From an optimization exercise on the open Yosys and OpenROAD flow, aimed at small area; shortcuts taken in it are not production practice.
RTL that was checked went through simulation tests only; none was proved equivalent to the original.
Only the layout flow was run in run 2; the RTL was not checked for function there.
No activity file was given, so power comes from the tool's default toggle rates.

===== run.sh =====
#!/bin/bash
# synth_recipe.tcl (not shown) runs the flow's synth.tcl, then flattens the netlist and writes it again
# the make line also repeats each setting of config.mk as NAME=value (left out here)
make -C /OpenROAD-flow-scripts/flow DESIGN_CONFIG=/design/flow/config.mk WORK_HOME=/design/flow/orfs CLKGATE_MAP_FILE= SYNTH_SCRIPT=/design/flow/synth_recipe.tcl finish

===== config.mk =====
export PLATFORM = sky130hd
export DESIGN_NAME = param_data_mem
export DESIGN_NICKNAME = param_data_mem
export VERILOG_FILES = /design/flow/design.v
export SDC_FILE = /design/flow/constraint.sdc
export NUM_CORES = 4
export LEC_CHECK = 0
export CAP_MARGIN = 20
export CORE_MARGIN = 2
export CORE_UTILIZATION = 40
export SLEW_MARGIN = 20
export SYNTH_MEMORY_MAX_BITS = 8192

===== constraint.sdc =====
create_clock -name core_clock -period 5.0 [get_ports {clk}]
set_input_delay 1.0000 -clock core_clock [delete_from_list [all_inputs] [get_ports {clk}]]
set_output_delay 1.0000 -clock core_clock [all_outputs]
set_load 0.01 [all_outputs]

===== design.v =====
`default_nettype none
module param_data_mem #(
  parameter int DATA_W = 32,
  parameter int ADDR_W = 8,
  parameter int DEPTH  = 200
) (
  input  logic                  clk,
  input  logic                  rst_n,
  input  logic                  req,
  input  logic                  r_w,
  input  logic [ADDR_W-1:0]     address_bus,
  input  logic [DATA_W-1:0]     data_in,
  input  logic [DATA_W/8-1:0]   byte_en,
  output logic                  ready,
  output logic [DATA_W-1:0]     data_out,
  output logic                  rd_valid,
  output logic                  err
);
  localparam int                BE_W    = DATA_W / 8;
  localparam logic [ADDR_W-1:0] C_LAST  = ADDR_W'(DEPTH - 1);
  localparam logic [ADDR_W:0]   C_DEPTH = (ADDR_W + 1)'(DEPTH);
  typedef enum logic [0:0] {
    S_CLEAR = 1'b0,
    S_IDLE  = 1'b1
  } state_t;
  state_t              r_state;
  logic [ADDR_W-1:0]   r_cnt;
  logic                r_ready;
  logic [DATA_W-1:0]   r_data_out;
  logic                r_rd_valid;
  logic                r_err;
  logic [DATA_W-1:0]   r_mem [DEPTH];
  logic                w_accept;
  logic                w_in_range;
  logic                w_wr_en;
  assign w_accept   = req & r_ready;
  assign w_in_range = ({1'b0, address_bus} < C_DEPTH);
  assign w_wr_en    = w_accept & r_w & w_in_range;
  always_ff @(posedge clk) begin
    if (r_state == S_CLEAR) begin
      r_mem[r_cnt] <= '0;
    end else if (w_wr_en) begin
      for (int i = 0; i < BE_W; i++) begin
        if (byte_en[i]) begin
          r_mem[address_bus][8*i +: 8] <= data_in[8*i +: 8];
        end
      end
    end
  end
  always_ff @(posedge clk or negedge rst_n) begin
    if (!rst_n) begin
      r_state    <= S_CLEAR;
      r_cnt      <= '0;
      r_ready    <= 1'b0;
      r_data_out <= '0;
      r_rd_valid <= 1'b0;
      r_err      <= 1'b0;
    end else begin
      r_rd_valid <= 1'b0;
      r_err      <= 1'b0;
      case (r_state)
        S_CLEAR: begin
          r_cnt <= r_cnt + ADDR_W'(1);
          if (r_cnt == C_LAST) begin
            r_state <= S_IDLE;
            r_ready <= 1'b1;
          end
        end
        S_IDLE: begin
          r_ready <= 1'b1;
          if (w_accept) begin
            r_err <= ~w_in_range;
            if (!r_w) begin
              r_rd_valid <= 1'b1;
              r_data_out <= w_in_range ? r_mem[address_bus] : '0;
            end
          end
        end
      endcase
    end
  end
  assign ready    = r_ready;
  assign data_out = r_data_out;
  assign rd_valid = r_rd_valid;
  assign err      = r_err;
endmodule
`default_nettype wire

==> results of run 1 <==
[power groups by stage]
stage	combinational, mW	clock (mW)	sequential [mW]
floorplan	1.95	0	59.6
global placement	3.44	0	59.6
detailed placement	3.45	0	59.6
CTS	3.46	48.2	58.4
global route	3.56	50.2	58.4
finish	3.48	47.7	58.4
[routing by layer]
layer  up-vias  part of all wire, %
met2      7591                   47
met5         -                0.024
met1     71500                   39
li1      53600                    -
met4        28                  3.6
met3      1182                  9.9
[worst max-delay path by stage]
stage / startpoint / end / cells past startpoint
5_1_grt: r_state$_DFF_PN0_ / r_mem[158][17]$_DFFE_PP_ / 11
3_5_place_dp: req / r_mem[158][23]$_DFFE_PP_ / 11
2_1_floorplan: address_bus[5] / r_mem[0][0]$_DFFE_PP_ / 6
4_1_cts: r_state$_DFF_PN0_ / r_mem[158][18]$_DFFE_PP_ / 11
3_3_place_gp: req / r_mem[158][17]$_DFFE_PP_ / 11
6_report: r_state$_DFF_PN0_ / r_mem[158][18]$_DFFE_PP_ / 11
[timing repair]
action,in CTS,in global routing
endpoints found under the hold margin,28,0
setup buffers,0,0
endpoints found under the setup margin,0,0
hold buffers,1,0
[Yosys cell counts, drive strengths merged, types with 14 or more instances]
cell type	number
o221ai	135
o22ai	93
nand3	97
and2	47
a21oi	220
a211oi	20
edfxtp	6400
a22oi	104
nor2	880
a32oi	19
a221oi	135
nor3	68
mux2	54
nor4	21
o211ai	18
o21ai	131
a31oi	47
nand2	484
a221o	20
dfrtp	44
buf	482
mux4	1403
and3	26
clkbuf	277
nand2b	14
o31ai	16
mux2i	696
[final cells by class]
cell class	count	area (um2)
Antenna cell	40	100
Clock buffer	802	17100
Clock inverter	371	3490
Fill cell	51900	334000
Inverter	8	61.3
Multi-Input combinational cell	4906	54200
Sequential cell	6444	193000
Tap cell	8350	10400
Timing Repair Buffer	1670	15500
[registers in the layout, indices dropped and copies added, names as in the netlist]
register and count:
r_ready 1, r_err 1, r_mem 6400, r_cnt 8
r_state 1, r_data_out 32, r_rd_valid 1
[logic make-up (layout without fill, tap and decap cells)]
family	count (synthesis)	count (layout)	share of synthesized area (%)
buffers and inverters	767	2851	2.04
AND/OR/NAND/NOR	1687	1687	2.76
adder cells (fa/ha/maj)	1	1	0.00496
flip-flops	6444	6444	76.6
other	0	40	0
multiplexers	2153	2153	15.5
AO/OA/AOI/OAI	1058	1058	3.01
XOR/XNOR	7	7	0.0243
[worst reg2reg max path: stages, from the launching register on]
cell and delay, ns:
dfrtp_1 0.33, buf_4 0.36, and4_1 0.31, nand3_1 0.38, buf_4 0.31, or3_1 0.33, o21a_1 0.18, nor2_2 0.42
buf_4 0.20, nand3_1 0.65, a21oi_1 0.44, buf_4 0.24
==> run summary, run 1 <==
outcome=complete, no violations; final setup margin=0.477 ns; RSZ-0062 raised after global routing=false; met2 global-route usage=36.9%; initial DRC count=19,300; Fin. Hold Viols=0; CTS tree=built; Final Net Count=13,700; total track usage=23.4%; HP Start=address_bus[6]; FMAX=0.221 GHz; P&R area growth vs syn=16.6%; Post-DP Area=0.273 mm2; peak supply drop=461 uV; Vias=134,000; count of pins over their slew limit=0; Synthesized Nets=12,200; final core occ=46.8%; Reg2Reg Setup Slack=0.48 ns; Yosys cell types=86; first-pass GRT wire length=1,050,000 um; sink of the worst hold path=r_err$_DFF_PN0_; commonest non-fill, non-tap cell in the layout=edfxtp_1; min Tclk post-route=4.52 ns; CTS sink cnt=6,444; CTS buffer count=641; Setup TNS=0 ns; crit-path most repeated cell=buf_4; Starting Density=40.2%; fin crit share=90.5%; Placement Setup Slack=-0.232 ns; Final Cell Area=0.294 mm2; post-cts sizing count=0; Worst Clk Skew=0.0700 ns; clk slew on worst S/H paths=0.06 ns; leading area contributor after synthesis=edfxtp_1; Sequential Power Share=53.3%; Largest delay share family, worst path=simple AND/OR/NAND/NOR gates; P per Cell Area=373 mW/mm2; combinational power share=3.2%; synth top area cells=edfxtp_1 (76%), mux4_2 (12%), mux2i_1 (2.8%); die width=798 um; DRC Markers=0; placed cells=21,400; P_leak=79.8 nW; HP Class=input port to register; clock buffer depth=4; crit end category=register; FF-to-FF path depth=11; drt pass-1 iters=6; Mapped Cells=12,100; initial antenna violation count=69; met3 Use GR=4.83%; via density per instance=5.93; Clk pwr share=43.5%; switch share=21.0%; RePlAce Congestion=0.856; later-pin clock latency in the skew report=1.13 ns; Post-synth ARST share=0.683%; num rows=291; Setup CP Type=register to register; syn_area_per_cell=20.8 um2; Slowest-stage cell, CP=nand3_1; r2r endpoint=r_mem[158][18]$_DFFE_PP_; M1 GR Usage=32.6%; worst-path fanout max=19; CP Cell Sequence=buf_4, and4_1, nand3_1, buf_4, or3_1, o21a_1, nor2_2, buf_4, nand3_1, a21oi_1, buf_4; Max Cap Viol=0; Clock H-tree levels=6; Critical Path RT=5.77 ns; share of cells above drive strength 1=28.7%; sw power=23.0 mW; EDFF count, synth=6,400; core region area=0.628 mm2; post-route ant nets=0; Synthesis Warnings=1; Slew HR=19.4%; hpwl dp=486,000 um; Die Y=798 um; Main synth FF type=edfxtp_1; post-synth top area share=76.2%; total power=110 mW; I/O pin total=83; FF+latch count, synth=6,444; Congestion Overflow GR=0; Total Wirelength=763,000 um; CP peak stage delay=0.65 ns; post-synthesis sequential area ratio=76.6%; CP bufs+invs=4; Cell Area, Synth=0.252 mm2; most frequent cells in the layout=edfxtp_1 (6,400), mux4_2 (1,394), buf_4 (1,377), nor2_1 (859), mux2i_1 (696); Setup violations, final=0; PortBufs=82; Pint=86.6 mW; slew of the pin with the lowest slew margin=1.21 ns; vias in the first global route=131,000; Die ar.=0.637 mm2; gr busiest metal=met2; pin count of the biggest net entering global routing=117; DR WL/cell=33.8 um; Worst EP arrival=5.30 ns; crit path launch type=register; WHS Path Cells=4; non-filler cells, final=22,600; worst r2r src=r_state$_DFF_PN0_; WHS=0.468 ns; clock root buffer master=clkbuf_16
==> inputs of run 2 (changes only) <==
==> design.v (replaced) <==
`default_nettype none
module param_data_mem #(
  parameter int DATA_W = 32,
  parameter int ADDR_W = 8,
  parameter int DEPTH  = 200
) (
  input  logic                  clk,
  input  logic                  rst_n,
  input  logic                  req,
  input  logic                  r_w,
  input  logic [ADDR_W-1:0]     address_bus,
  input  logic [DATA_W-1:0]     data_in,
  input  logic [DATA_W/8-1:0]   byte_en,
  output logic                  ready,
  output logic [DATA_W-1:0]     data_out,
  output logic                  rd_valid,
  output logic                  err
);
  localparam int BE_W = DATA_W / 8;
  localparam int NLO  = 16;                        
  localparam int NHI  = (DEPTH + NLO - 1) / NLO;   
  localparam int HI_W = ADDR_W - 4;
  logic                r_ready;
  logic                r_phase;
  logic [DATA_W-1:0]   r_data_out;
  logic                r_rd_valid;
  logic                r_err;
  logic                r_wb_vld;      
  logic                r_wb_vld_n;    
  logic [ADDR_W-1:0]   r_wb_addr;
  logic [ADDR_W-1:0]   r_wb_addr_n;   
  logic [BE_W-1:0]     r_wb_be;
  logic [BE_W-1:0]     r_wb_be_n;     
  logic [DATA_W-1:0]   r_wb_data;
  logic                w_clear;
  logic                w_accept;
  logic                w_in_range;
  logic                w_fwd;
  logic [DATA_W-1:0]   w_wdata;       
  logic [NHI-1:0]      w_hi_p, w_hi_n;
  logic [NLO*BE_W-1:0] w_lo_p, w_lo_n;
  logic [DATA_W-1:0]   w_rdata;       
  logic [DATA_W-1:0]   w_rword;
  assign w_clear    = ~r_ready;
  assign w_accept   = req & r_ready;
  assign w_in_range = ({1'b0, address_bus} < (ADDR_W + 1)'(DEPTH));
  assign w_wdata    = {DATA_W{r_phase}} ^ (r_wb_data & {DATA_W{~w_clear}});
  always_comb begin
    for (int i = 0; i < NHI; i++) begin
      w_hi_p[i] = w_clear | (r_wb_vld & (r_wb_addr[ADDR_W-1:4] == HI_W'(i)));
      w_hi_n[i] = w_clear | (~r_wb_vld_n & (~r_wb_addr_n[ADDR_W-1:4] == HI_W'(i)));
    end
    for (int j = 0; j < NLO; j++)
      for (int b = 0; b < BE_W; b++) begin
        w_lo_p[j*BE_W+b] = w_clear | ((r_wb_addr[3:0] == 4'(j)) & r_wb_be[b]);
        w_lo_n[j*BE_W+b] = w_clear | ((~r_wb_addr_n[3:0] == 4'(j)) & ~r_wb_be_n[b]);
      end
  end
  logic [DATA_W-1:0] w_rd_terms [DEPTH];
  for (genvar w = 0; w < DEPTH; w++) begin : g_word
    logic [DATA_W-1:0] q;
    logic              rsel;
    for (genvar b = 0; b < BE_W; b++) begin : g_byte
      logic we, we_n;
      assign we   = w_hi_p[w / NLO] & w_lo_p[(w % NLO)*BE_W + b];
      assign we_n = ~(w_hi_n[w / NLO] & w_lo_n[(w % NLO)*BE_W + b]);
      always_ff @(posedge clk) begin
        q[8*b +: 8] <= ~(({8{we_n}} | w_wdata[8*b +: 8]) & ({8{we}} | q[8*b +: 8]));
      end
    end
    assign rsel          = (address_bus == ADDR_W'(w));
    assign w_rd_terms[w] = q & {DATA_W{rsel}};
  end
  always_comb begin
    w_rdata = '0;
    for (int w = 0; w < DEPTH; w++) w_rdata = w_rdata | w_rd_terms[w];
  end
  assign w_fwd = r_wb_vld & (r_wb_addr == address_bus) & w_in_range;
  always_comb begin
    w_rword = w_rdata ^ {DATA_W{r_phase & w_in_range}};
    for (int b = 0; b < BE_W; b++)
      if (w_fwd & r_wb_be[b]) w_rword[8*b +: 8] = r_wb_data[8*b +: 8];
  end
  always_ff @(posedge clk or negedge rst_n) begin
    if (!rst_n) begin
      r_ready    <= 1'b0;
      r_phase    <= 1'b0;
      r_rd_valid <= 1'b0;
      r_err      <= 1'b0;
      r_wb_vld   <= 1'b0;
      r_wb_vld_n <= 1'b1;
    end else begin
      r_ready    <= 1'b1;
      r_phase    <= ~r_phase;
      r_rd_valid <= w_accept & ~r_w;
      r_err      <= w_accept & ~w_in_range;
      r_wb_vld   <= w_accept & r_w;
      r_wb_vld_n <= ~(w_accept & r_w);
    end
  end
  always_ff @(posedge clk) begin
    r_wb_addr   <= address_bus;
    r_wb_addr_n <= ~address_bus;
    r_wb_be     <= byte_en;
    r_wb_be_n   <= ~byte_en;
    r_wb_data   <= data_in;
    r_data_out  <= w_rword;
  end
  assign ready    = r_ready;
  assign data_out = r_data_out;
  assign rd_valid = r_rd_valid;
  assign err      = r_err;
endmodule
`default_nettype wire
--- a/config.mk
+++ b/config.mk
@@ -5,8 +5,8 @@
 export SDC_FILE = /design/flow/constraint.sdc
 export NUM_CORES = 4
 export LEC_CHECK = 0
-export CAP_MARGIN = 20
+export CAP_MARGIN = 10
 export CORE_MARGIN = 2
-export CORE_UTILIZATION = 40
-export SLEW_MARGIN = 20
+export CORE_UTILIZATION = 60
+export SLEW_MARGIN = 10
 export SYNTH_MEMORY_MAX_BITS = 8192
==> run 2 against run 1 <==
Compared with the run above: the run now fails in 5_1_grt; synthesized cell count is 87% higher; synthesized area fell by 11%.
==> run summary, run 2 <==
Cell Area, Synth=0.226 mm2; syn_area_per_cell=9.93 um2; post-synth top area share=57.6%; Post-synth ARST share=0.0924%; Yosys cell types=79; Starting Density=60.2%; post-synthesis sequential area ratio=57.6%; CTS Hold Bufs=0; EDFF count, synth=0; hpwl dp=1,230,000 um; leading area contributor after synthesis=dfxtp_1; synth top area cells=dfxtp_1 (58%), o22ai_1 (19%), a22oi_1 (4.7%); Log Error=[ERROR GRT-0116] Global routing finished with congestion. Check the congestion regions in the DRC Viewer.; commonest cells in the netlist=o22ai_1 (6,729), dfxtp_1 (6,488), clkbuf_1 (1,496), a22oi_1 (1,408), nand3_1 (1,181); vias in the first global route=280,000; Stopped at=5_1_grt; RePlAce Congestion=1.43; Placement Setup Slack=-0.335 ns; Synthesis Warnings=2; die width=617 um; Main synth FF type=dfxtp_1; first-pass GRT wire length=2,640,000 um; FF+latch count, synth=6,494; Synthesized Nets=22,800; PortBufs=82; num rows=225; Mapped Cells=22,700; Die Y=617 um; Clock H-tree levels=6; I/O pin total=83; most frequent cell after synthesis=o22ai_1; outcome=stopped before the end; Congestion Overflow GR=12,300; total track usage=98.0%; pin count of the biggest net entering global routing=156; CTS sink cnt=6,494; clock root buffer master=clkbuf_16; clock buffer depth=4; post-CTS setup repair buffer count=0; CTS buffer count=639; post-cts sizing count=0
## run 2: cell families after synthesis
family | share of synthesized area [%]
xor+xnor | 0.182
mux | 0.148
buf+inv | 3.60
other cells | 0.00166
simple gates | 9.73
flops | 57.6
compound gates | 28.7
## run 2: power groups by stage
stage | logic [mW] | registers (mW) | clock network [mW]
4_1_cts | 15.0 | 66.6 | 49.2
3_5_place_dp | 14.9 | 67.5 | 0
3_3_place_gp | 14.5 | 67.5 | 0
2_1_floorplan | 8.36 | 63.5 | 0
## run 2: metal layers
metal  global-route usage [%]  GRT overflow
met5                     85.8           221
met1                     96.5          1657
met3                     93.9          1673
met2                      104          5808
met4                     97.8          2919
## run 2: how the worst max path moves through the flow
stage               depth (start not counted)           start  slack, ns                     end
CTS                                        13  address_bus[4]       0.79   r_data_out[6]$_DFF_P_
detailed placement                         13  address_bus[4]      -0.34   r_data_out[6]$_DFF_P_
global placement                           12  address_bus[4]      -0.56  r_data_out[23]$_DFF_P_
floorplan                                  11  address_bus[3]       1.41  r_data_out[24]$_DFF_P_
## run 2: stage by stage
stage	setup TNS, ns	cell area, um2	std cells	power (mW)	utilization (%)
4_1_cts	0	265000	28600	131	70.8
3_5_place_dp	-1.30	244000	27400	82.5	65.1
3_3_place_gp	-2.42	244000	27400	82.0	65.0
2_1_floorplan	0	226000	22700	71.9	-

==> what the ideal ports hide <==
Ports are ideal in the flow. The routed layout listed here was re-timed in OpenROAD. Step 1 (the two cells are an assumption about what drives the block):
set clk [get_ports {clk}]
set_driving_cell -lib_cell sky130_fd_sc_hd__clkbuf_16 $clk
set_driving_cell -lib_cell sky130_fd_sc_hd__buf_2 [delete_from_list [all_inputs] $clk]
Step 2 moves the port delays by t, midway between the first and last clock arrival at a register: inputs arrive t later, outputs are due t later. That takes back most of the time a late clock gives input paths. Slacks: ideal / step 1 / step 2; pairs: ideal / step 1.
run: run 1
t, ns: 1.212
slack for setup (ns): 0.477 / 0.477 / -0.411
worst setup path after step 2: input to register
latest minus earliest clock arrival (ns): 0.074 / 0.074
worst slew at a driven data input, ns: 0.15
Met with ideal ports but missed after step 2: setup timing in run 1. The setup slack of run 1 moves by 0.000 ns with the drivers and by -0.888 ns with both steps.
